What follows belongs to an exercise in optimizing a design on an open flow for small area, a short achievable clock period and few clock cycles per item; a production flow would make more cautious choices. The RTL was checked by simulation tests, not by an equivalence proof against the original design. Power and IR drop assume default switching activity.

== run 1 ==
## axf_top
module axf_top (
        input  logic        clk,
        input  logic        rst_n,
        input  logic [5:0]  address_i,
        input  logic [31:0] data_in_i,
        input  logic [1:0]  data_write_n_i,
        output logic [31:0] data_out_o
);
        logic [15:0] a, b, d, e, tx, ty, x, y;
        logic [2:0]  ctrl;
        logic [7:0]  set;
        logic [7:0]  wr_sel;
        logic [15:0] wr_val;
        logic        start;
        logic        busy;
        logic [15:0] res_x, res_y;
        axf_regfile regfile_inst (
                .clk            (clk),
                .rst_n          (rst_n),
                .address_i      (address_i),
                .data_in_i      (data_in_i),
                .data_write_n_i (data_write_n_i),
                .a_o (a), .b_o (b), .d_o (d), .e_o (e),
                .tx_o (tx), .ty_o (ty), .x_o (x), .y_o (y),
                .set_o          (set),
                .ctrl_o         (ctrl),
                .wr_sel_o       (wr_sel),
                .wr_val_o       (wr_val),
                .start_o        (start)
        );
        axf_engine engine_inst (
                .clk            (clk),
                .rst_n          (rst_n),
                .start_i        (start),
                .wr_sel_i       (wr_sel),
                .wr_val_i       (wr_val),
                .a_i (a), .b_i (b), .d_i (d), .e_i (e),
                .tx_i (tx), .ty_i (ty), .x_i (x), .y_i (y),
                .set_i          (set),
                .busy_o         (busy),
                .res_x_o        (res_x),
                .res_y_o        (res_y)
        );
        axf_readback readback_inst (
  ...
Size in the first run: roughly 1300 cells after synthesis, about 74 I/O pins.
clock: 10.0 ns
lec_check: 0
cap_margin: 20
core_margin: 2
core_utilization: 30
setup_slack_margin: 4.5
slew_margin: 20
run.sh (not shown) runs the stock make flow with config.mk's settings and CLKGATE_MAP_FILE= SYNTH_SCRIPT=/design/flow/synth_recipe.tcl, a recipe that flattens the netlist after the stock synthesis.
The flow did not stop early for run 1: all stages ran, and the layout cleared the timing, design-rule and antenna checks.
Testbench counts of run 1, summed over its fixed seeds: cycles 9,504, transforms 1,152.
The following lists how run 2 was set up differently from run 1:
- CTS_CLUSTER_DIAMETER now 80, previously not set
- CORE_UTILIZATION now 45, was 30
- CTS_CLUSTER_SIZE now 24, previously not set
- CTS_BUF_LIST now sky130_fd_sc_hd__clkbuf_16, previously not set
Findings:
The final area of run 2 is lower than that of run 1. Run 2: relative slew slack 3.9 points above run 1. Cmp run 2 and run 1 / area after detailed placement / higher: run 1. Run comparison: run 1 launching element of the worst setup path address_i[0]; run 2 launching element of the worst setup path address_i[2]. On met3 routing resource usage after global routing, run 2 tracks run 1 almost exactly. Run 2 against run 1: total power up about 2.5%, power share of the combinational group rose 7.3 points, shortest period the worst path allows now larger, sequential share of power saw a decrease. Final worst slack delta (run 2 − run 1): unfavourable.
Relative to run 2, the following input files were edited for run 3:
- SETUP_SLACK_MARGIN changed from 4.5 to 4.65
- CORE_UTILIZATION changed from 45 to 30
Findings:
- As of run 3, final design instance area without fill had risen by a few percent compared to run 2.
- Wire length on met1 on run 3 is up relative to run 2.
- Run 3 — non-clock buffer count 9 higher, run 2 as reference
- When run 3 is measured against run 2, its final core utilization turns out 16 points lower.
- Summary of run 3 over run 2: global-route usage decreased by 7.2 points relative to the old numbers, count of multi-input gates held steady.
- Diff run 2..run 3 | clock insertion delay at the later pin of the skew report | negligible
- In run 3, the fraction of area in multi-input gates came out 0.92 points below the value in run 2.
- Diff run 2..run 3 | layout inverter count without the clock tree | unchanged
- Of the two candidates, run 2 has the worse maximum frequency and run 3 the better one.
--- input diff run 3..run 4 ---
- SETUP_SLACK_MARGIN now 4.5, was 4.65
- CORE_UTILIZATION now 20, was 30
Findings:
- Having completed the whole flow, run 4 delivered a layout that passed the timing, design-rule and antenna checks.
- Run 3 → run 4: internal power now sits higher, layout cell share with drive strength beyond 1 fell 3.5 points.
- Final cell count for run 4: about 17% up relative to run 3
- On clock transition at the registers of the reported paths, run 3 and run 4 are basically level.
- Run 3 and run 4 ended up with roughly the same multi-input gate count.
What run 5 does differently from run 4 at the input level:
- swapping 80 for 50 in CTS_CLUSTER_DIAMETER
- swapping 20 for 30 in CORE_UTILIZATION
- swapping sky130_fd_sc_hd__clkbuf_16 for sky130_fd_sc_hd__clkbuf_8 in CTS_BUF_LIST
- swapping 24 for 16 in CTS_CLUSTER_SIZE
## What came out
Run 5 went all the way through synthesis, placement and routing and the layout is clean on timing, DRC and antenna.
Diff run 4 -> run 5 | transition time of the tightest slew-check pin | increase of 0.064 ns
Run 5 ends up with lower die area than run 4 does.
On share of the clock period used by the worst path, run 5 and run 4 are basically level.
Final area went down by a few percent going from run 4 to run 5.
Higher starting density of the core goes to run 5 over run 4.
## Diff of input files: run 6 against run 5
- swapping sky130_fd_sc_hd__clkbuf_8 for sky130_fd_sc_hd__clkbuf_16 in CTS_BUF_LIST
- swapping 16 for 24 in CTS_CLUSTER_SIZE
- swapping 20 for 5 in SLEW_MARGIN
- swapping 20 for 5 in CAP_MARGIN
- swapping 50 for 80 in CTS_CLUSTER_DIAMETER
Notes after the runs:
In the metrics for run 5 and run 6, the one carrying the higher data arrival time of the critical path is run 6. Compared run 6 against run 5; cell count within noise. Cmp run 5 and run 6 / multi-input gate share of total cell area / higher: run 5. Run 6 | status: complete | timing, DRC, antenna: pass. Relative to run 5, share of total power in sequential cells has decreased by 0.8 points in run 6. Summary of the comparison: routed length on met3 is higher in run 6, relative to run 5. Summary of run 6 over run 5: shortest period the worst path allows saw an increase; number of global-route vias before repair saw a decrease.

==> port drivers added, routing unchanged <==
The flow's constraints put no driver on any port. The routed layouts listed below were extracted and timed again, unchanged, in two steps. Step 1: set_driving_cell puts a clkbuf_16 on clk and a buf_2 on each other input, an assumption about the parent block. Step 2, shift: input delay + t, output delay - t, t = (earliest + latest rising clock arrival at the registers) / 2. This alone moves slack from input paths to output paths. Slacks: ideal ports / drivers / drivers and shift; pairs: ideal ports / drivers.
run	t, ns	setup WS [ns]	hold slack, ns	clock arrival spread, ns	worst data-port slew with drivers (ns)
run 1	0.579	4.545 / 4.526 / 4.277	0.455 / 0.455 / 0.455	0.017 / 0.017	0.04
run 2	0.524	4.478 / 4.455 / 4.357	0.458 / 0.458 / 0.458	0.034 / 0.034	0.04
run 3	0.534	4.606 / 4.553 / 4.553	0.463 / 0.463 / 0.463	0.038 / 0.037	0.07
run 4	0.546	4.548 / 4.517 / 4.517	0.466 / 0.466 / 0.466	0.034 / 0.034	0.07
run 5	0.593	4.537 / 4.517 / 4.345	0.458 / 0.458 / 0.458	0.035 / 0.035	0.05
run 6	0.539	4.508 / 4.479 / 4.231	0.464 / 0.464 / 0.464	0.028 / 0.028	0.05
After both steps setup and hold are still met in every run listed. For run 6, which loses most, drivers alone change the setup slack by -0.029 ns; drivers and shift together by -0.277 ns.
